Context: an optimization exercise on an open-source flow, tuned for small area, a short achievable clock period and few clock cycles. The choices shown serve that exercise and are no tape-out recipe. Function was checked by simulation only, so behaviour that the tests miss may differ from the original.

<file path="flow/design.v">
module systolic_array_tile #(
    parameter int unsigned ROWS   = 4,
    parameter int unsigned COLS   = 4,
    parameter int unsigned DATA_W = 8,
    parameter int unsigned ACC_W  = 32,
    parameter int unsigned MAX_K  = 256,
    parameter int unsigned K_W    = $clog2(MAX_K + 1),
    localparam int unsigned ROW_W = (ROWS > 1) ? $clog2(ROWS) : 1
) (
    input  logic                    clk_i,
    input  logic                    rst_ni,
    input  logic                    start_i,
    input  logic [K_W-1:0]          k_len_i,
    output logic                    busy_o,
    input  logic                    op_valid_i,
    output logic                    op_ready_o,
    input  logic [ROWS*DATA_W-1:0]  a_i,
    input  logic [COLS*DATA_W-1:0]  b_i,
    output logic                    c_valid_o,
    input  logic                    c_ready_i,
    output logic [COLS*ACC_W-1:0]   c_o,
    output logic [ROW_W-1:0]        c_row_o,
    output logic                    c_last_o,
    output logic                    done_o
);
    localparam int unsigned RES_W = 24;    
    localparam logic [ROW_W-1:0] LAST_ROW = ROW_W'(ROWS - 1);
    logic               r_busy;
    logic               r_op_ready;
    logic               r_c_valid;
    logic               r_c_last;
    logic               r_done;
    logic               r_pend;      
    logic               r_pend2;     
    logic [K_W-1:0]     r_cnt;       
    logic [ROW_W-1:0]   r_row;
    logic w_start, w_accept, w_last_beat, w_take_row;
    assign w_start     = !r_busy && start_i;
    assign w_accept    = r_op_ready && op_valid_i;
    assign w_last_beat = w_accept && (r_cnt == K_W'(1));
    assign w_take_row  = r_c_valid && c_ready_i;
    always_ff @(posedge clk_i or negedge rst_ni) begin
        if (!rst_ni) begin
            r_busy     <= 1'b0;
            r_op_ready <= 1'b0;
            r_c_valid  <= 1'b0;
            r_c_last   <= 1'b0;
            r_done     <= 1'b0;
            r_pend     <= 1'b0;
            r_pend2    <= 1'b0;
            r_cnt      <= '0;
            r_row      <= '0;
        end else begin
            r_done <= 1'b0;
            r_pend  <= (w_start && (k_len_i == '0)) || w_last_beat;
            r_pend2 <= r_pend;
            if (w_start) begin
                r_busy     <= 1'b1;
                r_cnt      <= k_len_i;
                r_op_ready <= (k_len_i != '0);
            end
            if (w_accept) begin
                r_cnt <= r_cnt - 1'b1;
                if (w_last_beat) r_op_ready <= 1'b0;
            end
            if (r_pend2) begin
                r_c_valid <= 1'b1;
                r_c_last  <= (LAST_ROW == '0);
                r_row     <= '0;
            end
            if (w_take_row) begin
                r_row    <= r_row + 1'b1;
                r_c_last <= (r_row == LAST_ROW - 1'b1);
                if (r_row == LAST_ROW) begin
                    r_c_valid <= 1'b0;
                    r_c_last  <= 1'b0;
                    r_busy    <= 1'b0;
                    r_done    <= 1'b1;
                end
            end
        end
    end
    logic [DATA_W-1:0] r_a  [ROWS];
    logic [3:0]        r_bo [COLS];
    logic [3:0]        r_bt [COLS];
    logic [3:0]        r_bn [COLS];
    always_ff @(posedge clk_i) begin
        for (int r = 0; r < ROWS; r++) r_a[r] <= a_i[r*DATA_W +: DATA_W];
    end
    for (genvar c = 0; c < COLS; c++) begin : g_benc
        logic [DATA_W:0] w_bx;    
        logic [3:0]      w_bo, w_bt, w_bn;
        assign w_bx = {b_i[c*DATA_W +: DATA_W], 1'b0};
        for (genvar m = 0; m < 4; m++) begin : g_dig
            assign w_bo[m] = w_bx[2*m+1] ^ w_bx[2*m];
            assign w_bt[m] = (w_bx[2*m+2] & ~w_bx[2*m+1] & ~w_bx[2*m])
                           | (~w_bx[2*m+2] & w_bx[2*m+1] & w_bx[2*m]);
            assign w_bn[m] = w_bx[2*m+2];
        end
        always_ff @(posedge clk_i) begin
            r_bo[c] <= w_accept ? w_bo : '0;
            r_bt[c] <= w_accept ? w_bt : '0;
            r_bn[c] <= w_accept ? w_bn : '0;
        end
    end
    localparam int unsigned NB = 4;      
    logic [RES_W-1:0] w_vn  [ROWS][COLS];
    logic [NB-1:0]    w_cyn [ROWS][COLS];
    for (genvar r = 0; r < ROWS; r++) begin : g_row
        for (genvar c = 0; c < COLS; c++) begin : g_col
            sa_mac u_mac (
                .clk_i  (clk_i),
                .rst_ni (rst_ni),
                .start  (w_start),
                .a      (r_a[r]),
                .bo     (r_bo[c]),
                .bt     (r_bt[c]),
                .bn     (r_bn[c]),
                .vn     (w_vn[r][c]),
                .cyn    (w_cyn[r][c])
            );
        end
    end
    for (genvar c = 0; c < COLS; c++) begin : g_out
        logic [ROWS*RES_W-1:0] w_vn_col;
        logic [ROWS*NB-1:0]    w_cyn_col;
        logic [RES_W-1:0]      w_c;
        for (genvar r = 0; r < ROWS; r++) begin : g_r
            assign w_vn_col[r*RES_W +: RES_W] = w_vn[r][c];
            assign w_cyn_col[r*NB +: NB]      = w_cyn[r][c];
        end
        sa_out u_out (
            .clk_i  (clk_i),
            .rst_ni (rst_ni),
            .pend   (r_pend),
            .pend2  (r_pend2),
            .take   (w_take_row),
            .vn     (w_vn_col),
            .cyn    (w_cyn_col),
            .c      (w_c)
        );
        assign c_o[c*ACC_W +: ACC_W] = {{(ACC_W-RES_W){w_c[RES_W-1]}}, w_c};
    end
    assign busy_o     = r_busy;
    assign op_ready_o = r_op_ready;
    assign c_valid_o  = r_c_valid;
    assign c_row_o    = r_row;
    assign c_last_o   = r_c_last;
    assign done_o     = r_done;
endmodule
module sa_out #(
    parameter int unsigned ROWS  = 4,
    parameter int unsigned RES_W = 24,
    parameter int unsigned NB    = 4
) (
    input  logic                   clk_i,
    input  logic                   rst_ni,
    input  logic                   pend,     
    input  logic                   pend2,    
    input  logic                   take,     
    input  logic [ROWS*RES_W-1:0]  vn,       
    input  logic [ROWS*NB-1:0]     cyn,      
    output logic [RES_W-1:0]       c
);
    logic [ROWS-1:0]  r_sel;    
    logic [RES_W-1:0] r_c;
    logic [RES_W-1:0] w_vsel;
    logic [NB-1:0]    w_csel;
    logic [RES_W-1:0] w_cy;
    always_ff @(posedge clk_i or negedge rst_ni) begin
        if (!rst_ni) begin
            r_sel <= '0;
        end else if (pend) begin
            r_sel <= ROWS'(1);
        end else if (pend2 || take) begin
            r_sel <= r_sel << 1;
        end
    end
    always_comb begin
        w_vsel = '0;
        w_csel = '0;
        for (int r = 0; r < ROWS; r++) begin
            if (r_sel[r]) begin
                w_vsel = w_vsel | ~vn[r*RES_W +: RES_W];
                w_csel = w_csel | ~cyn[r*NB +: NB];
            end
        end
    end
    assign w_cy = {1'b0, 1'b0, 1'b0, 1'b0, 1'b0, 1'b0, 1'b0, w_csel[3], 1'b0, 1'b0, 1'b0, w_csel[2], 1'b0, 1'b0, 1'b0, w_csel[1], 1'b0, 1'b0, 1'b0, w_csel[0], 1'b0, 1'b0, 1'b0, 1'b0};    
    always_ff @(posedge clk_i) begin
        if (pend2 || take) r_c <= w_vsel + w_cy;
    end
    assign c = r_c;
endmodule
module sa_mac (
    input  logic        clk_i,
    input  logic        rst_ni,
    input  logic        start,    
    input  logic [7:0]  a,
    input  logic [3:0]  bo,       
    input  logic [3:0]  bt,       
    input  logic [3:0]  bn,       
    output logic [23:0] vn,        
    output logic [3:0]  cyn        
);
    logic          r_clr;    
    logic [23:0] r_vn;
    logic [3:0]  r_cyn;
    logic [23:0] w_vn;
    logic [3:0]  w_cyn;
    always_ff @(posedge clk_i or negedge rst_ni) begin
        if (!rst_ni) r_clr <= 1'b0;
        else         r_clr <= start;
    end
    always_ff @(posedge clk_i) begin
        r_vn  <= w_vn;
        r_cyn <= w_cyn;
    end
    assign vn  = r_vn;
    assign cyn = r_cyn;
    wire   clr = r_clr;
    wire pp_0_0 = ~(bo[0] & a[0]) ^ bn[0];
    wire pp_0_1 = ~((bo[0] & a[1]) | (bt[0] & a[0])) ^ bn[0];
    wire pp_0_2 = ~((bo[0] & a[2]) | (bt[0] & a[1])) ^ bn[0];
    wire pp_0_3 = ~((bo[0] & a[3]) | (bt[0] & a[2])) ^ bn[0];
    wire pp_0_4 = ~((bo[0] & a[4]) | (bt[0] & a[3])) ^ bn[0];
    wire pp_0_5 = ~((bo[0] & a[5]) | (bt[0] & a[4])) ^ bn[0];
    wire pp_0_6 = ~((bo[0] & a[6]) | (bt[0] & a[5])) ^ bn[0];
    wire pp_0_7 = ~((bo[0] & a[7]) | (bt[0] & a[6])) ^ bn[0];
    wire pp_0_8 = ~(~((bo[0] & a[7]) | (bt[0] & a[7])) ^ bn[0]);
    wire nbn_0 = ~bn[0];
    wire pp_1_0 = ~(bo[1] & a[0]) ^ bn[1];
    wire pp_1_1 = ~((bo[1] & a[1]) | (bt[1] & a[0])) ^ bn[1];
    wire pp_1_2 = ~((bo[1] & a[2]) | (bt[1] & a[1])) ^ bn[1];
    wire pp_1_3 = ~((bo[1] & a[3]) | (bt[1] & a[2])) ^ bn[1];
    wire pp_1_4 = ~((bo[1] & a[4]) | (bt[1] & a[3])) ^ bn[1];
    wire pp_1_5 = ~((bo[1] & a[5]) | (bt[1] & a[4])) ^ bn[1];
    wire pp_1_6 = ~((bo[1] & a[6]) | (bt[1] & a[5])) ^ bn[1];
    wire pp_1_7 = ~((bo[1] & a[7]) | (bt[1] & a[6])) ^ bn[1];
    wire pp_1_8 = ~(~((bo[1] & a[7]) | (bt[1] & a[7])) ^ bn[1]);
    wire nbn_1 = ~bn[1];
    wire pp_2_0 = ~(bo[2] & a[0]) ^ bn[2];
    wire pp_2_1 = ~((bo[2] & a[1]) | (bt[2] & a[0])) ^ bn[2];
    wire pp_2_2 = ~((bo[2] & a[2]) | (bt[2] & a[1])) ^ bn[2];
    wire pp_2_3 = ~((bo[2] & a[3]) | (bt[2] & a[2])) ^ bn[2];
    wire pp_2_4 = ~((bo[2] & a[4]) | (bt[2] & a[3])) ^ bn[2];
    wire pp_2_5 = ~((bo[2] & a[5]) | (bt[2] & a[4])) ^ bn[2];
    wire pp_2_6 = ~((bo[2] & a[6]) | (bt[2] & a[5])) ^ bn[2];
    wire pp_2_7 = ~((bo[2] & a[7]) | (bt[2] & a[6])) ^ bn[2];
    wire pp_2_8 = ~(~((bo[2] & a[7]) | (bt[2] & a[7])) ^ bn[2]);
    wire nbn_2 = ~bn[2];
    wire pp_3_0 = ~(bo[3] & a[0]) ^ bn[3];
    wire pp_3_1 = ~((bo[3] & a[1]) | (bt[3] & a[0])) ^ bn[3];
    wire pp_3_2 = ~((bo[3] & a[2]) | (bt[3] & a[1])) ^ bn[3];
    wire pp_3_3 = ~((bo[3] & a[3]) | (bt[3] & a[2])) ^ bn[3];
    wire pp_3_4 = ~((bo[3] & a[4]) | (bt[3] & a[3])) ^ bn[3];
    wire pp_3_5 = ~((bo[3] & a[5]) | (bt[3] & a[4])) ^ bn[3];
    wire pp_3_6 = ~((bo[3] & a[6]) | (bt[3] & a[5])) ^ bn[3];
    wire pp_3_7 = ~((bo[3] & a[7]) | (bt[3] & a[6])) ^ bn[3];
    wire pp_3_8 = ~(~((bo[3] & a[7]) | (bt[3] & a[7])) ^ bn[3]);
    wire nbn_3 = ~bn[3];
    wire [23:0] vg_n = r_vn | {24{clr}};
    wire [3:0] cg_n = r_cyn | {4{clr}};
    wire vg_0 = vg_n[0];
    wire vg_1 = vg_n[1];
    wire vg_2 = vg_n[2];
    wire vg_3 = vg_n[3];
    wire vg_4 = vg_n[4];
    wire vg_5 = vg_n[5];
    wire vg_6 = vg_n[6];
    wire vg_7 = vg_n[7];
    wire vg_8 = vg_n[8];
    wire vg_9 = vg_n[9];
    wire vg_10 = vg_n[10];
    wire vg_11 = vg_n[11];
    wire vg_12 = vg_n[12];
    wire vg_13 = vg_n[13];
    wire vg_14 = vg_n[14];
    wire vg_15 = vg_n[15];
    wire cg_0 = cg_n[0];
    wire cg_1 = cg_n[1];
    wire cg_2 = cg_n[2];
    wire cg_3 = cg_n[3];
    wire [7:0] hi_n = vg_n[23:16] + 1'b1;
    wire hi_16 = hi_n[0];
    wire hi_17 = hi_n[1];
    wire hi_18 = hi_n[2];
    wire hi_19 = hi_n[3];
    wire hi_20 = hi_n[4];
    wire hi_21 = hi_n[5];
    wire hi_22 = hi_n[6];
    wire hi_23 = hi_n[7];
    wire hs0, hc0;
    wire fs0, fc0;
    wire hs1, hc1;
    wire fs1, fc1;
    wire hs2, hc2;
    wire fs2, fc2;
    wire hs3, hc3;
    wire fs3, fc3;
    wire fs4, fc4;
    wire fs5, fc5;
    wire fs6, fc6;
    wire fs7, fc7;
    wire hs4, hc4;
    wire hs5, hc5;
    wire hs6, hc6;
    wire hs7, hc7;
    wire fs8, fc8;
    wire fs9, fc9;
    wire fs10, fc10;
    wire fs11, fc11;
    wire fs12, fc12;
    wire fs13, fc13;
    wire fs14, fc14;
    wire fs15, fc15;
    wire fs16, fc16;
    wire fs17, fc17;
    wire hs8, hc8;
    wire hs9, hc9;
    wire fs18, fc18;
    wire fs19, fc19;
    wire fs20, fc20;
    wire fs21, fc21;
    wire fs22, fc22;
    wire fs23, fc23;
    wire fs24, fc24;
    wire fs25, fc25;
    wire fs26, fc26;
    wire fs27, fc27;
    wire fs28, fc28;
    wire fs29, fc29;
    wire fs30, fc30;
    wire hs10, hc10;
    wire hs11, hc11;
    assign hs0 = ~vg_8;
    assign hc0 = vg_8;
    sa_fa u_fs0 (.x(nbn_2), .y(vg_4), .z(cg_0), .s(fs0), .c(fc0));
    assign hs1 = ~(vg_5 ^ pp_0_5);
    assign hc1 = vg_5 | pp_0_5;
    sa_fa u_fs1 (.x(nbn_3), .y(vg_6), .z(pp_0_6), .s(fs1), .c(fc1));
    assign hs2 = ~(pp_1_4 ^ pp_2_2);
    assign hc2 = pp_1_4 | pp_2_2;
    wire fs2_t;
    sa_x2 u_fs2_t (.a(vg_7), .b(pp_0_7), .y(fs2_t));
    sa_x2 u_fs2_s (.a(fs2_t), .b(pp_1_5), .y(fs2));
    sa_mx u_fs2_c (.s(fs2_t), .d1(pp_1_5), .d0(vg_7), .y(fc2));
    assign hs3 = ~(pp_2_3 ^ pp_3_1);
    assign hc3 = pp_2_3 | pp_3_1;
    wire fs3_t;
    sa_x2 u_fs3_t (.a(cg_1), .b(hs0), .y(fs3_t));
    sa_x2 u_fs3_s (.a(fs3_t), .b(pp_0_8), .y(fs3));
    sa_mx u_fs3_c (.s(fs3_t), .d1(pp_0_8), .d0(cg_1), .y(fc3));
    sa_fa u_fs4 (.x(pp_1_6), .y(pp_2_4), .z(pp_3_2), .s(fs4), .c(fc4));
    sa_ha u_fs5 (.x(vg_9), .y(hc0), .s(fs5), .c(fc5));
    sa_fa u_fs6 (.x(pp_1_7), .y(pp_2_5), .z(pp_3_3), .s(fs6), .c(fc6));
    sa_fa u_fs7 (.x(vg_10), .y(pp_1_8), .z(pp_2_6), .s(fs7), .c(fc7));
    assign hs4 = ~vg_11;
    assign hc4 = vg_11;
    assign hs5 = ~(vg_12 ^ cg_2);
    assign hc5 = vg_12 | cg_2;
    assign hs6 = ~(nbn_1 ^ vg_2);
    assign hc6 = nbn_1 | vg_2;
    assign hs7 = ~(vg_3 ^ pp_0_3);
    assign hc7 = vg_3 | pp_0_3;
    sa_fa u_fs8 (.x(pp_0_4), .y(pp_1_2), .z(pp_2_0), .s(fs8), .c(fc8));
    sa_fa u_fs9 (.x(pp_1_3), .y(pp_2_1), .z(fc0), .s(fs9), .c(fc9));
    sa_fa u_fs10 (.x(pp_3_0), .y(hc1), .z(hs2), .s(fs10), .c(fc10));
    wire fs11_t;
    sa_x2 u_fs11_t (.a(hc2), .b(hs3), .y(fs11_t));
    sa_x2 u_fs11_s (.a(fs11_t), .b(fc1), .y(fs11));
    sa_mx u_fs11_c (.s(fs11_t), .d1(fc1), .d0(hc2), .y(fc11));
    wire fs12_t;
    sa_x2 u_fs12_t (.a(hc3), .b(fs3), .y(fs12_t));
    sa_x2 u_fs12_s (.a(fs12_t), .b(fc2), .y(fs12));
    sa_mx u_fs12_c (.s(fs12_t), .d1(fc2), .d0(hc3), .y(fc12));
    wire fs13_t;
    sa_x2 u_fs13_t (.a(fs5), .b(fc4), .y(fs13_t));
    sa_x2 u_fs13_s (.a(fs13_t), .b(fc3), .y(fs13));
    sa_mx u_fs13_c (.s(fs13_t), .d1(fc3), .d0(fs5), .y(fc13));
    wire fs14_t;
    sa_x2 u_fs14_t (.a(pp_3_4), .b(fc5), .y(fs14_t));
    sa_x2 u_fs14_s (.a(fs14_t), .b(fc6), .y(fs14));
    sa_mx u_fs14_c (.s(fs14_t), .d1(fc6), .d0(pp_3_4), .y(fc14));
    sa_fa u_fs15 (.x(hs4), .y(pp_2_7), .z(pp_3_5), .s(fs15), .c(fc15));
    sa_fa u_fs16 (.x(hc4), .y(hs5), .z(pp_2_8), .s(fs16), .c(fc16));
    sa_ha u_fs17 (.x(vg_13), .y(hc5), .s(fs17), .c(fc17));
    assign hs8 = ~(nbn_0 ^ vg_0);
    assign hc8 = nbn_0 | vg_0;
    assign hs9 = ~(vg_1 ^ pp_0_1);
    assign hc9 = vg_1 | pp_0_1;
    sa_fa u_fs18 (.x(hs6), .y(pp_0_2), .z(pp_1_0), .s(fs18), .c(fc18));
    sa_fa u_fs19 (.x(hc6), .y(pp_1_1), .z(hs7), .s(fs19), .c(fc19));
    sa_fa u_fs20 (.x(hc7), .y(fs0), .z(fs8), .s(fs20), .c(fc20));
    sa_fa u_fs21 (.x(hs1), .y(fc8), .z(fs9), .s(fs21), .c(fc21));
    sa_fa u_fs22 (.x(fs1), .y(fc9), .z(fs10), .s(fs22), .c(fc22));
    wire fs23_t;
    sa_x2 u_fs23_t (.a(fs2), .b(fs11), .y(fs23_t));
    sa_x2 u_fs23_s (.a(fs23_t), .b(fc10), .y(fs23));
    sa_mx u_fs23_c (.s(fs23_t), .d1(fc10), .d0(fs2), .y(fc23));
    wire fs24_t;
    sa_x2 u_fs24_t (.a(fs4), .b(fc11), .y(fs24_t));
    sa_x2 u_fs24_s (.a(fs24_t), .b(fs12), .y(fs24));
    sa_mx u_fs24_c (.s(fs24_t), .d1(fs12), .d0(fs4), .y(fc24));
    wire fs25_t;
    sa_x2 u_fs25_t (.a(fs6), .b(fs13), .y(fs25_t));
    sa_x2 u_fs25_s (.a(fs25_t), .b(fc12), .y(fs25));
    sa_mx u_fs25_c (.s(fs25_t), .d1(fc12), .d0(fs6), .y(fc25));
    wire fs26_t;
    sa_x2 u_fs26_t (.a(fs7), .b(fs14), .y(fs26_t));
    sa_x2 u_fs26_s (.a(fs26_t), .b(fc13), .y(fs26));
    sa_mx u_fs26_c (.s(fs26_t), .d1(fc13), .d0(fs7), .y(fc26));
    sa_fa u_fs27 (.x(fc7), .y(fs15), .z(fc14), .s(fs27), .c(fc27));
    sa_fa u_fs28 (.x(pp_3_6), .y(fc15), .z(fs16), .s(fs28), .c(fc28));
    sa_fa u_fs29 (.x(pp_3_7), .y(fs17), .z(fc16), .s(fs29), .c(fc29));
    sa_fa u_fs30 (.x(vg_14), .y(pp_3_8), .z(fc17), .s(fs30), .c(fc30));
    assign hs10 = ~vg_15;
    assign hc10 = vg_15;
    assign hs11 = ~(cg_3 ^ hi_16);
    assign hc11 = cg_3 | hi_16;
    wire [23:0] row_x = {hi_23, hi_22, hi_21, hi_20, hi_19, hi_18, hc11, hc10, fc30, fc29, fc28, fc27, fc26, fc25, fc24, fc23, fc22, fc21, fc20, fc19, fc18, hc9, hc8, hs8};
    wire [23:0] row_y = {1'b1, 1'b1, 1'b1, 1'b1, 1'b1, 1'b1, hi_17, hs11, hs10, fs30, fs29, fs28, fs27, fs26, fs25, fs24, fs23, fs22, fs21, fs20, fs19, fs18, hs9, pp_0_0};
    assign {w_cyn[0], w_vn[3:0]} = 5'(row_x[3:0]) + 5'(row_y[3:0]) + 5'(1);
    assign {w_cyn[1], w_vn[7:4]} = 5'(row_x[7:4]) + 5'(row_y[7:4]) + 5'(1);
    assign {w_cyn[2], w_vn[11:8]} = 5'(row_x[11:8]) + 5'(row_y[11:8]) + 5'(1);
    assign {w_cyn[3], w_vn[15:12]} = 5'(row_x[15:12]) + 5'(row_y[15:12]) + 5'(1);
    assign w_vn[23:16] = row_x[23:16] + row_y[23:16] + 8'(1);
endmodule
module sa_fa (input logic x, input logic y, input logic z, output logic s, output logic c);
    assign s = x ^ y ^ z;
    assign c = (x & y) | (x & z) | (y & z);
endmodule
module sa_x2 (input logic a, input logic b, output logic y);
    assign y = a ^ b;
endmodule
module sa_mx (input logic s, input logic d1, input logic d0, output logic y);
    assign y = s ? d1 : d0;
endmodule
module sa_ha (input logic x, input logic y, output logic s, output logic c);
    assign s = x ^ y;
    assign c = x & y;
endmodule
</file>
<file path="flow/run.sh">
#!/bin/bash
# synth_recipe.tcl (not shown) runs the flow's synth.tcl, then flattens the netlist and writes it again
# the make line also repeats each setting of config.mk as NAME=value (left out here)
make -C /OpenROAD-flow-scripts/flow DESIGN_CONFIG=/design/flow/config.mk WORK_HOME=/design/flow/orfs CLKGATE_MAP_FILE= SYNTH_SCRIPT=/design/flow/synth_recipe.tcl finish
</file>
<file path="flow/config.mk">
export PLATFORM = sky130hd
export DESIGN_NAME = systolic_array_tile
export DESIGN_NICKNAME = systolic_array_tile
export VERILOG_FILES = /design/flow/design.v
export SDC_FILE = /design/flow/constraint.sdc
export NUM_CORES = 4
export LEC_CHECK = 0
export CAP_MARGIN = 20
export CORE_MARGIN = 2
export CORE_UTILIZATION = 60
export CTS_CLUSTER_DIAMETER = 80
export CTS_CLUSTER_SIZE = 25
export SETUP_SLACK_MARGIN = 3.6
export SLEW_MARGIN = 20
export SYNTH_HIERARCHICAL = 1
export TNS_END_PERCENT = 0
</file>
<file path="flow/constraint.sdc">
create_clock -name core_clock -period 6.5 [get_ports {clk_i}]
set_input_delay 1.3000 -clock core_clock [delete_from_list [all_inputs] [get_ports {clk_i}]]
set_output_delay 1.3000 -clock core_clock [all_outputs]
set_load 0.01 [all_outputs]
</file>
==> run notes, run 1 <==
- Outcome: no timing/DRC/antenna violations
- Leading cell type in the layout, fill and taps excluded: inv_1
- Non-filler cells, final: 7989
- #FFs+latches synth: 674
- Syn Area/Cell: 9.63 um2
- Netlist cell types: 67
- FILL cells: 7932
- Fmax: 298 MHz
- Die X: 324 um
- Share of layout cells above drive strength 1: 0.206
- Final Cell Area: 70900 um2
- I/O Pins: 213
- CTS Buffer Depth: 3
- DRT Pass-1 Iters: 6
- RSZ-0062 raised after global routing: true
- Measured slew at the worst slew-check pin: 1.22 ns
- Nets: 7545
- Total CTS buffers: 47
- Via density per instance: 6.01
- Initial antenna violation count: 9
- Worst Hold Launch: r_row[0]
- HP Class: reg -> reg
- Cells after DPL: 7664
- CTS H-Tree Depth: 2
- Worst Path Max Fanout: 16
- Port bufs: 212
- CTS tree: yes
- Post-synth EDFFs: 96
- Effective utilization at floorplan: 0.605
- Setup TNS: 0 ns
- Fin crit share: 0.516
- Worst Path Required: 7.07 ns
- Final Max Slew Viols: 0
- Vias in the first global route: 47900
- Final setup fails: 0
- DRC errors left: 0
- Routed Wire Length: 193000 um
- FF-to-FF Start: r_a[2][5]
- Insertion delay to the later sink of the worst-skew pair: 0.68 ns
- Register area share after synthesis: 0.239
- Die Y: 324 um
- GP Congestion: 0.909
- Placed Area: 65300 um2
- ANT nets after route: 0
- Core box area: 102000 um2
- Reg2reg path depth: 12
- Cells after Synth: 6393
- Min-Delay Endpoint: r_row[0]
- Placement row count: 117
- Worst Hold Depth: 1
- Fin Hold WS: 0.541 ns
- Post-DP HPWL: 124000 um
- CTS clk-pin slew, worst paths: 0.10 ns
- Pin count of the biggest net entering global routing: 51
- CP arrival: 3.92 ns
- Reg2reg end: g_row[2].g_col[0].u_mac.r_cyn[2]
- Overall Global Routing Usage: 0.359
- WS Path Type: reg -> reg
- Main synth FF type: dfxtp_1
- Worst setup EP type: flip-flop
- Synth warn: 19
- Worst Setup Start Kind: flip-flop
- Root buffer selected by CTS: clkbuf_16
- DR iter-0 viols: 4226
- Endpoints failing hold: 0
- First-pass GRT wire length: 291000 um
- Die Area: 105000 um2
- FF-to-FF setup slack: 3.15 ns
- Cts hold-fix bufs: 0
- # clock sinks: 674
- Setup Skew: 0.0262 ns
- Worst slew margin: 0.187
- WL/cell: 24.1 um
- Total number of vias: 48000
- Mapped cell area: 61600 um2
- Clock period minus worst slack: 3.35 ns
- Asr flop ratio synth: 0.0742
- Synth-to-Final Area Change: 15.1%
- Most frequent cells in the layout: inv_1 (617), xor2_1 (587), xnor2_1 (560)
- Aggregate global routing overflow: 0
- Maxcap violations: 0
- Syn Nets: 7359
-- worst max path at each step --
stage                                             start                                to  slack (ns)  cells past startpoint
final                                         r_a[2][5]  g_row[2].g_col[0].u_mac.r_cyn[2]        3.15                     12
after global routing                          r_a[2][4]  g_row[2].g_col[0].u_mac.r_cyn[2]        3.00                     12
after CTS                                     r_a[2][3]  g_row[2].g_col[3].u_mac.r_cyn[2]        3.25                     15
after detailed placement                      c_ready_i           g_out[1].u_out.r_sel[3]        2.28                      7
after global placement                        c_ready_i            g_out[1].u_out.r_c[19]        2.35                      5
after floorplan           g_row[0].g_col[1].u_mac.r_clr  g_row[0].g_col[1].u_mac.r_cyn[2]        3.45                     13
-- synthesized netlist by cell type, drive strengths merged (10+ instances only) --
library cell  count  area [um2]
a211oi           18         135
a21o            180        1350
a21oi           146         731
a22oi           449        3370
a311oi           32         380
a31o             16         140
a31oi            16         100
and2             37         231
and2b            16         120
and3             42         343
and4             32         280
buf              53         394
clkbuf          339        1290
dfrtp            50        1250
dfxtp           528       10600
edfxtp           96        2880
fa              384        7690
ha              504        6310
inv             685        2580
mux2            176        2640
nand2           151         569
nand2b          101         632
nand3b           14         105
nand4            21         156
nor2            316        1190
nor2b            48         300
nor3             10        55.1
nor3b            32         320
nor4             12        75.1
o2111a           32         365
o2111ai          12         105
o21ai            84         420
o22ai           121         757
or2             280        1750
or2b             49         369
or3b             11        96.3
or4              22         248
xnor2           560        4900
xor2            668        5850
-- state kept, by name, summed over array words and instances (netlist names), 2 cells and up --
signal                   flops
r_cnt                        9
r_row                        2
g_row.g_col.u_mac.r_vn     384
g_out.u_out.r_sel           16
g_row.g_col.u_mac.r_cyn     64
r_bt                        16
r_bo                        16
r_a                         32
r_bn                        16
g_row.g_col.u_mac.r_clr     16
g_out.u_out.r_c             96
-- layout make-up --
type,count,area [um2],share of cell area
Multi-Input combinational cell,4642,43900,0.619
Sequential cell,674,15000,0.211
Timing Repair Buffer,528,5980,0.0845
Inverter,685,2650,0.0373
Tap cell,1368,1710,0.0242
Clock buffer,53,1270,0.0180
Clock inverter,34,403,0.00569
Antenna cell,4,10.0,0.000141
Timing Repair inverter,1,7.51,0.000106
-- timing repair --
item,4_1_cts,5_1_grt
pin swaps,62,34
cloned,21,2
setup buffers,189,22
gates resized for setup,315,31
endpoints found under the setup margin,493,433
-- routing by layer --
| metal | vias to the layer above | wire length [um] | GRT usage |
|---|---|---|---|
| li1 | 21700 | - | - |
| met1 | 23800 | 80700 | 0.486 |
| met2 | 2104 | 84800 | 0.551 |
| met3 | 436 | 19400 | 0.0914 |
| met4 | 4 | 7940 | 0.135 |
| met5 | - | 23 | 0 |
-- per-module statistics from Yosys, one instance, submodules excluded --
module / cells / area (um2) / copies in the design
sa_x2: 1 / 8.76 / 320
systolic_array_tile: 301 / 3350 / 1
sa_ha: 1 / 12.5 / 32
sa_mac: 276 / 2390 / 16
sa_mx: 1 / 15.0 / 160
sa_out: 215 / 2070 / 4
sa_fa: 1 / 20.0 / 304
-- critical path: stages, from the launching register on --
cell     delay [ns]
dfxtp_2        0.44
buf_12         0.23
a22oi_1        0.14
xor2_1         0.17
fa_1           0.43
xor2_2         0.24
xor2_1         0.19
xor2_1         0.25
buf_4          0.16
mux2_4         0.29
ha_1           0.33
a21o_1         0.19
a21o_1         0.18
-- cells by family after synthesis --
family          synth area share
mux                       0.0431
fa+ha+maj                  0.227
buf+inv                   0.0693
compound gates             0.134
flops                      0.239
simple gates               0.113
xor+xnor                   0.175
-- per-stage QoR --
stage,util,setup WS (ns)
after CTS,0.693,3.25
after detailed placement,0.642,2.28
after floorplan,-,3.45
after global placement,0.642,2.35
after global routing,0.696,3.00
final,0.696,3.15
Testbench counts, summed over its fixed seeds: cycles 10,800.
==> run 2, diff against run 1 <==
--- a/flow/design.v
+++ b/flow/design.v
@@ -39,6 +39,43 @@
     assign w_accept    = r_op_ready && op_valid_i;
     assign w_last_beat = w_accept && (r_cnt == K_W'(1));
     assign w_take_row  = r_c_valid && c_ready_i;
+    logic               n_busy, n_op_ready, n_c_valid, n_c_last, n_done, n_pend;
+    logic [K_W-1:0]     n_cnt;
+    logic [ROW_W-1:0]   n_row;
+    always_comb begin
+        n_busy     = r_busy;
+        n_op_ready = r_op_ready;
+        n_c_valid  = r_c_valid;
+        n_c_last   = r_c_last;
+        n_done     = 1'b0;
+        n_pend     = (w_start && (k_len_i == '0)) || w_last_beat;
+        n_cnt      = r_cnt;
+        n_row      = r_row;
+        if (w_start) begin
+            n_busy     = 1'b1;
+            n_cnt      = k_len_i;
+            n_op_ready = (k_len_i != '0);
+        end
+        if (w_accept) begin
+            n_cnt = r_cnt - 1'b1;
+            if (w_last_beat) n_op_ready = 1'b0;
+        end
+        if (r_pend2) begin
+            n_c_valid = 1'b1;
+            n_c_last  = (LAST_ROW == '0);
+            n_row     = '0;
+        end
+        if (w_take_row) begin
+            n_row    = r_row + 1'b1;
+            n_c_last = (r_row == LAST_ROW - 1'b1);
+            if (r_row == LAST_ROW) begin
+                n_c_valid = 1'b0;
+                n_c_last  = 1'b0;
+                n_busy    = 1'b0;
+                n_done    = 1'b1;
+            end
+        end
+    end
     always_ff @(posedge clk_i or negedge rst_ni) begin
         if (!rst_ni) begin
             r_busy     <= 1'b0;
@@ -51,35 +88,24 @@
             r_cnt      <= '0;
             r_row      <= '0;
         end else begin
-            r_done <= 1'b0;
-            r_pend  <= (w_start && (k_len_i == '0)) || w_last_beat;
-            r_pend2 <= r_pend;
-            if (w_start) begin
-                r_busy     <= 1'b1;
-                r_cnt      <= k_len_i;
-                r_op_ready <= (k_len_i != '0);
-            end
-            if (w_accept) begin
-                r_cnt <= r_cnt - 1'b1;
-                if (w_last_beat) r_op_ready <= 1'b0;
-            end
-            if (r_pend2) begin
-                r_c_valid <= 1'b1;
-                r_c_last  <= (LAST_ROW == '0);
-                r_row     <= '0;
-            end
-            if (w_take_row) begin
-                r_row    <= r_row + 1'b1;
-                r_c_last <= (r_row == LAST_ROW - 1'b1);
-                if (r_row == LAST_ROW) begin
-                    r_c_valid <= 1'b0;
-                    r_c_last  <= 1'b0;
-                    r_busy    <= 1'b0;
-                    r_done    <= 1'b1;
-                end
-            end
+            r_busy     <= n_busy;
+            r_op_ready <= n_op_ready;
+            r_c_valid  <= n_c_valid;
+            r_c_last   <= n_c_last;
+            r_done     <= n_done;
+            r_pend     <= n_pend;
+            r_pend2    <= r_pend;
+            r_cnt      <= n_cnt;
+            r_row      <= n_row;
         end
     end
+    logic [ROW_W+3:0] w_port_q;
+    sa_ff #(.W(ROW_W + 4)) u_port (
+        .clk_i  (clk_i),
+        .rst_ni (rst_ni),
+        .d      ({n_row, n_c_last, n_c_valid, n_op_ready, n_busy}),
+        .q      (w_port_q)
+    );
     logic [DATA_W-1:0] r_a  [ROWS];
     logic [3:0]        r_bo [COLS];
     logic [3:0]        r_bt [COLS];
@@ -141,11 +167,11 @@
         );
         assign c_o[c*ACC_W +: ACC_W] = {{(ACC_W-RES_W){w_c[RES_W-1]}}, w_c};
     end
-    assign busy_o     = r_busy;
-    assign op_ready_o = r_op_ready;
-    assign c_valid_o  = r_c_valid;
-    assign c_row_o    = r_row;
-    assign c_last_o   = r_c_last;
+    assign busy_o     = w_port_q[0];
+    assign op_ready_o = w_port_q[1];
+    assign c_valid_o  = w_port_q[2];
+    assign c_last_o   = w_port_q[3];
+    assign c_row_o    = w_port_q[ROW_W+3:4];
     assign done_o     = r_done;
 endmodule
 module sa_out #(
@@ -192,6 +218,19 @@
     end
     assign c = r_c;
 endmodule
+module sa_ff #(
+    parameter int unsigned W = 1
+) (
+    input  logic         clk_i,
+    input  logic         rst_ni,
+    input  logic [W-1:0] d,
+    output logic [W-1:0] q
+);
+    always_ff @(posedge clk_i or negedge rst_ni) begin
+        if (!rst_ni) q <= '0;
+        else         q <= d;
+    end
+endmodule
 module sa_mac (
     input  logic        clk_i,
     input  logic        rst_ni,
@@ -420,10 +459,90 @@
     assign hc11 = cg_3 | hi_16;
     wire [23:0] row_x = {hi_23, hi_22, hi_21, hi_20, hi_19, hi_18, hc11, hc10, fc30, fc29, fc28, fc27, fc26, fc25, fc24, fc23, fc22, fc21, fc20, fc19, fc18, hc9, hc8, hs8};
     wire [23:0] row_y = {1'b1, 1'b1, 1'b1, 1'b1, 1'b1, 1'b1, hi_17, hs11, hs10, fs30, fs29, fs28, fs27, fs26, fs25, fs24, fs23, fs22, fs21, fs20, fs19, fs18, hs9, pp_0_0};
-    assign {w_cyn[0], w_vn[3:0]} = 5'(row_x[3:0]) + 5'(row_y[3:0]) + 5'(1);
-    assign {w_cyn[1], w_vn[7:4]} = 5'(row_x[7:4]) + 5'(row_y[7:4]) + 5'(1);
-    assign {w_cyn[2], w_vn[11:8]} = 5'(row_x[11:8]) + 5'(row_y[11:8]) + 5'(1);
-    assign {w_cyn[3], w_vn[15:12]} = 5'(row_x[15:12]) + 5'(row_y[15:12]) + 5'(1);
+    wire bp_0, bc_1;
+    sa_x2 u_bp_0 (.a(row_x[0]), .b(row_y[0]), .y(bp_0));
+    wire bp_1, bc_2;
+    sa_x2 u_bp_1 (.a(row_x[1]), .b(row_y[1]), .y(bp_1));
+    wire bp_2, bc_3;
+    sa_x2 u_bp_2 (.a(row_x[2]), .b(row_y[2]), .y(bp_2));
+    wire bp_3, bc_4;
+    sa_x2 u_bp_3 (.a(row_x[3]), .b(row_y[3]), .y(bp_3));
+    wire bg_0 = row_x[0] | row_y[0];
+    wire bg_1 = row_x[1] & row_y[1];
+    wire bg_2 = row_x[2] & row_y[2];
+    wire bg_3 = row_x[3] & row_y[3];
+    assign bc_1 = (bg_0);
+    assign bc_2 = (bg_0 & bp_1) | (bg_1);
+    assign bc_3 = (bg_0 & bp_1 & bp_2) | (bg_1 & bp_2) | (bg_2);
+    assign bc_4 = (bg_0 & bp_1 & bp_2 & bp_3) | (bg_1 & bp_2 & bp_3) | (bg_2 & bp_3) | (bg_3);
+    assign w_vn[0] = ~bp_0;
+    sa_x2 u_bs_1 (.a(bp_1), .b(bc_1), .y(w_vn[1]));
+    sa_x2 u_bs_2 (.a(bp_2), .b(bc_2), .y(w_vn[2]));
+    sa_x2 u_bs_3 (.a(bp_3), .b(bc_3), .y(w_vn[3]));
+    assign w_cyn[0] = bc_4;
+    wire bp_4, bc_5;
+    sa_x2 u_bp_4 (.a(row_x[4]), .b(row_y[4]), .y(bp_4));
+    wire bp_5, bc_6;
+    sa_x2 u_bp_5 (.a(row_x[5]), .b(row_y[5]), .y(bp_5));
+    wire bp_6, bc_7;
+    sa_x2 u_bp_6 (.a(row_x[6]), .b(row_y[6]), .y(bp_6));
+    wire bp_7, bc_8;
+    sa_x2 u_bp_7 (.a(row_x[7]), .b(row_y[7]), .y(bp_7));
+    wire bg_4 = row_x[4] | row_y[4];
+    wire bg_5 = row_x[5] & row_y[5];
+    wire bg_6 = row_x[6] & row_y[6];
+    wire bg_7 = row_x[7] & row_y[7];
+    assign bc_5 = (bg_4);
+    assign bc_6 = (bg_4 & bp_5) | (bg_5);
+    assign bc_7 = (bg_4 & bp_5 & bp_6) | (bg_5 & bp_6) | (bg_6);
+    assign bc_8 = (bg_4 & bp_5 & bp_6 & bp_7) | (bg_5 & bp_6 & bp_7) | (bg_6 & bp_7) | (bg_7);
+    assign w_vn[4] = ~bp_4;
+    sa_x2 u_bs_5 (.a(bp_5), .b(bc_5), .y(w_vn[5]));
+    sa_x2 u_bs_6 (.a(bp_6), .b(bc_6), .y(w_vn[6]));
+    sa_x2 u_bs_7 (.a(bp_7), .b(bc_7), .y(w_vn[7]));
+    assign w_cyn[1] = bc_8;
+    wire bp_8, bc_9;
+    sa_x2 u_bp_8 (.a(row_x[8]), .b(row_y[8]), .y(bp_8));
+    wire bp_9, bc_10;
+    sa_x2 u_bp_9 (.a(row_x[9]), .b(row_y[9]), .y(bp_9));
+    wire bp_10, bc_11;
+    sa_x2 u_bp_10 (.a(row_x[10]), .b(row_y[10]), .y(bp_10));
+    wire bp_11, bc_12;
+    sa_x2 u_bp_11 (.a(row_x[11]), .b(row_y[11]), .y(bp_11));
+    wire bg_8 = row_x[8] | row_y[8];
+    wire bg_9 = row_x[9] & row_y[9];
+    wire bg_10 = row_x[10] & row_y[10];
+    wire bg_11 = row_x[11] & row_y[11];
+    assign bc_9 = (bg_8);
+    assign bc_10 = (bg_8 & bp_9) | (bg_9);
+    assign bc_11 = (bg_8 & bp_9 & bp_10) | (bg_9 & bp_10) | (bg_10);
+    assign bc_12 = (bg_8 & bp_9 & bp_10 & bp_11) | (bg_9 & bp_10 & bp_11) | (bg_10 & bp_11) | (bg_11);
+    assign w_vn[8] = ~bp_8;
+    sa_x2 u_bs_9 (.a(bp_9), .b(bc_9), .y(w_vn[9]));
+    sa_x2 u_bs_10 (.a(bp_10), .b(bc_10), .y(w_vn[10]));
+    sa_x2 u_bs_11 (.a(bp_11), .b(bc_11), .y(w_vn[11]));
+    assign w_cyn[2] = bc_12;
+    wire bp_12, bc_13;
+    sa_x2 u_bp_12 (.a(row_x[12]), .b(row_y[12]), .y(bp_12));
+    wire bp_13, bc_14;
+    sa_x2 u_bp_13 (.a(row_x[13]), .b(row_y[13]), .y(bp_13));
+    wire bp_14, bc_15;
+    sa_x2 u_bp_14 (.a(row_x[14]), .b(row_y[14]), .y(bp_14));
+    wire bp_15, bc_16;
+    sa_x2 u_bp_15 (.a(row_x[15]), .b(row_y[15]), .y(bp_15));
+    wire bg_12 = row_x[12] | row_y[12];
+    wire bg_13 = row_x[13] & row_y[13];
+    wire bg_14 = row_x[14] & row_y[14];
+    wire bg_15 = row_x[15] & row_y[15];
+    assign bc_13 = (bg_12);
+    assign bc_14 = (bg_12 & bp_13) | (bg_13);
+    assign bc_15 = (bg_12 & bp_13 & bp_14) | (bg_13 & bp_14) | (bg_14);
+    assign bc_16 = (bg_12 & bp_13 & bp_14 & bp_15) | (bg_13 & bp_14 & bp_15) | (bg_14 & bp_15) | (bg_15);
+    assign w_vn[12] = ~bp_12;
+    sa_x2 u_bs_13 (.a(bp_13), .b(bc_13), .y(w_vn[13]));
+    sa_x2 u_bs_14 (.a(bp_14), .b(bc_14), .y(w_vn[14]));
+    sa_x2 u_bs_15 (.a(bp_15), .b(bc_15), .y(w_vn[15]));
+    assign w_cyn[3] = bc_16;
     assign w_vn[23:16] = row_x[23:16] + row_y[23:16] + 8'(1);
 endmodule
 module sa_fa (input logic x, input logic y, input logic z, output logic s, output logic c);
--- a/flow/config.mk
+++ b/flow/config.mk
@@ -10,7 +10,7 @@
 export CORE_UTILIZATION = 60
 export CTS_CLUSTER_DIAMETER = 80
 export CTS_CLUSTER_SIZE = 25
-export SETUP_SLACK_MARGIN = 3.6
+export SETUP_SLACK_MARGIN = 3.8
 export SLEW_MARGIN = 20
 export SYNTH_HIERARCHICAL = 1
 export TNS_END_PERCENT = 0
==> run notes, run 2 <==
- # clock sinks: 680
- Post-DP HPWL: 119000 um
- Leading cell type in the layout, fill and taps excluded: xor2_1
- Largest area contributor in the netlist: dfxtp_1
- Clock period minus worst slack: 3.37 ns
- Syn Nets: 6860
- Worst Path Max Fanout: 32
- Routed Wire Length: 195000 um
- Synth top area cells: dfxtp_1 (18%), xor2_1 (15%), fa_1 (11%)
- Setup Skew: 0.0278 ns
- Effective utilization at floorplan: 0.607
- Asr flop ratio synth: 0.0824
- Delay-heaviest family, CP: XOR/XNOR gates
- Worst setup EP type: flip-flop
- Max reg flops: 384
- DR iter-0 viols: 4427
- Crit-path max cell delay: 0.48 ns
- Post-synth EDFFs: 96
- DRC errors left: 0
- Place WS: 2.43 ns
- Pin count of the biggest net entering global routing: 57
- CTS H-Tree Depth: 2
- Netlist cell types: 76
- Yosys top cell area share: 0.176
- Cells after Synth: 6214
- Fin Hold WS: 0.522 ns
- Core box area: 98700 um2
- Aggregate global routing overflow: 0
- Mapped cell area: 59900 um2
- Crit-path most repeated cell: xor2_2
- Fin crit share: 0.518
- Final setup fails: 0
- HP Class: reg -> reg
- Measured slew at the worst slew-check pin: 1.10 ns
- GP Congestion: 0.899
- Worst slew margin: 0.268
- Placed Area: 62900 um2
- Main synth FF type: dfxtp_1
- CP Cell Sequence: buf_12 > a22oi_1 > xor2_1 > fa_2 > xor2_4 > xor2_2 > xor2_2 > buf_4 > mux2_4 > xor2_2 > a22o_1 > a22o_1
- Total number of vias: 47900
- Fin worst setup slack: 3.13 ns
- Nets: 7113
- Top flop regs: g_row.g_col.u_mac.r_vn: 384 flops, g_out.u_out.r_c: 96 flops, g_row.g_col.u_mac.r_cyn: 64 flops
- Vias in the first global route: 47800
- Most frequent cells in the layout: xor2_1 (967), xnor2_1 (475), dfxtp_1 (462)
- I/O Pins: 213
- Placement row count: 115
- Via density per instance: 6.14
- CP arrival: 3.96 ns
- CTS tree: yes
- Final Cell Area: 69800 um2
- Buf/Inv on CP: 2
- Total CTS buffers: 47
- Top reg by flops: g_row.g_col.u_mac.r_vn
- WS Path Type: reg -> reg
- ANT nets after route: 0
- Synth cell count leaders: xor2_1 (1052), dfxtp_1 (528), xnor2_1 (480)
- Synth-to-Final Area Change: 16.5%
- Die Area: 102000 um2
- Register area share after synthesis: 0.248
- Die Y: 320 um
- Synth warn: 20
- Insertion delay to the later sink of the worst-skew pair: 0.70 ns
- WL/cell: 25.0 um
- Slowest cell on crit path: fa_2
- First-pass GRT wire length: 292000 um
- Worst Path Required: 7.09 ns
- RSZ-0062 raised after global routing: true
- DRT Pass-1 Iters: 7
- Endpoints failing hold: 0
- Root buffer selected by CTS: clkbuf_16
- Fmax: 297 MHz
- Share of layout cells above drive strength 1: 0.222
- FF-to-FF setup slack: 3.13 ns
- Final Max Slew Viols: 0
- Overall Global Routing Usage: 0.374
- CTS clk-pin slew, worst paths: 0.08 ns
- Worst Setup Start Kind: flip-flop
- CTS Buffer Depth: 3
- Outcome: no timing/DRC/antenna violations
- Die X: 320 um
- Maxcap violations: 0
- Port bufs: 212
- Top-count cell post-synth: xor2_1
- Initial antenna violation count: 10
- Setup TNS: 0 ns
- #FFs+latches synth: 680
- Syn Area/Cell: 9.64 um2
==> run 2: final timing paths <==
path	start	to	depth (start not counted)
worst max-delay path	r_a[0][5]	g_row[0].g_col[2].u_mac.r_cyn[2]	12
worst min-delay path	r_c_last	r_c_last	2
worst max register to register	r_a[0][5]	g_row[0].g_col[2].u_mac.r_cyn[2]	12
worst min register to register	r_c_last	r_c_last	2
max in group asynchronous	rst_ni	g_row[1].g_col[1].u_mac.r_clr	1
min in group asynchronous	rst_ni	g_out[3].u_out.r_sel[3]	1
==> run 2: what timing repair did <==
action / CTS / global route
cloned: 26 / 1
setup buffers: 247 / 23
gates resized for setup: 415 / 35
hold buffers: 0 / 0
endpoints found under the setup margin: 618 / 552
pin swaps: 136 / 53
==> run 2: stage by stage <==
stage          cells   util
2_1_floorplan   6214      -
3_3_place_gp    7407  0.638
3_5_place_dp    7407  0.638
4_1_cts         7768  0.702
5_1_grt         7793  0.707
6_report        7795  0.707
==> run 2: modules after synthesis (local to each module, per instance), a selection <==
module / cells inside / flip-flops and latches / area [um2]
sa_fa: 1 / 0 / 20.0
sa_ha: 1 / 0 / 12.5
sa_mac: 236 / 29 / 2030
sa_mx: 1 / 0 / 15.0
sa_out: 216 / 28 / 2080
sa_x2: 1 / 0 / 8.76
systolic_array_tile: 304 / 98 / 3390
==> run 2: area by class of cell <==
class	count	area [um2]
timing repair buffer	601	6810
tap	1287	1610
antenna	2	5.00
sequential	680	15100
inverter	512	1970
clock inverter	38	448
clock buffer	50	1230
timing repair inverter	3	20.0
fill	7491	28900
multi-input combinational	4622	42600
==> run 2: logic make-up after synthesis <==
| logic type | after synthesis | share of synthesized area |
|---|---|---|
| AOI/OAI and AO/OA | 1127 | 0.141 |
| adders and majority gates | 568 | 0.159 |
| DFF | 680 | 0.248 |
| buffers and inverters | 912 | 0.0629 |
| xor gates and xnor gates | 1532 | 0.224 |
| and+or+nand+nor | 1214 | 0.120 |
| muxes | 181 | 0.0449 |
==> run 2: tightest hold or removal path: stages (launching register included) <==
cell	delay (ns)
dfrtp_1	0.33
nand3b_1	0.07
nand2_1	0.09
==> run 2: per-layer routing <==
metal,up-vias,track usage,routed length [um]
li1,21400,-,-
met5,-,0,42
met3,563,0.0982,20600
met4,6,0.177,10400
met2,2227,0.571,84500
met1,23600,0.494,79200
Testbench counts of run 2, summed over its fixed seeds: cycles 10,800.

-- afterwards: timing with drivers on the ports --
In the flow no input, the clock included, has a driving cell. The finished layouts below were timed again as built, in two steps.
Step 1 assumes that a clkbuf_16 drives the clock port and a buf_2 every other input.
Step 2 adds t to the input delays and takes it off the output delays; t is the mean of the earliest and latest rising clock arrival at the registers after step 1. Input paths then give back, and output paths get back, about the clock's delay inside the block.
Slacks: ideal ports / drivers / drivers and shift; pairs: ideal ports / drivers.
run	t, ns	slack for setup (ns)	slew at the worst register clock pin (ns)	cell pins on the clock port's net
run 1	0.744	3.146 / 3.146 / 2.526	0.10 / 0.10	1
run 2	0.758	3.132 / 3.132 / 2.543	0.10 / 0.10	1
After both steps setup and hold are still met in every run listed. The setup slack of run 1, which loses most, moves by 0.000 ns with the drivers and by -0.620 ns with both steps.
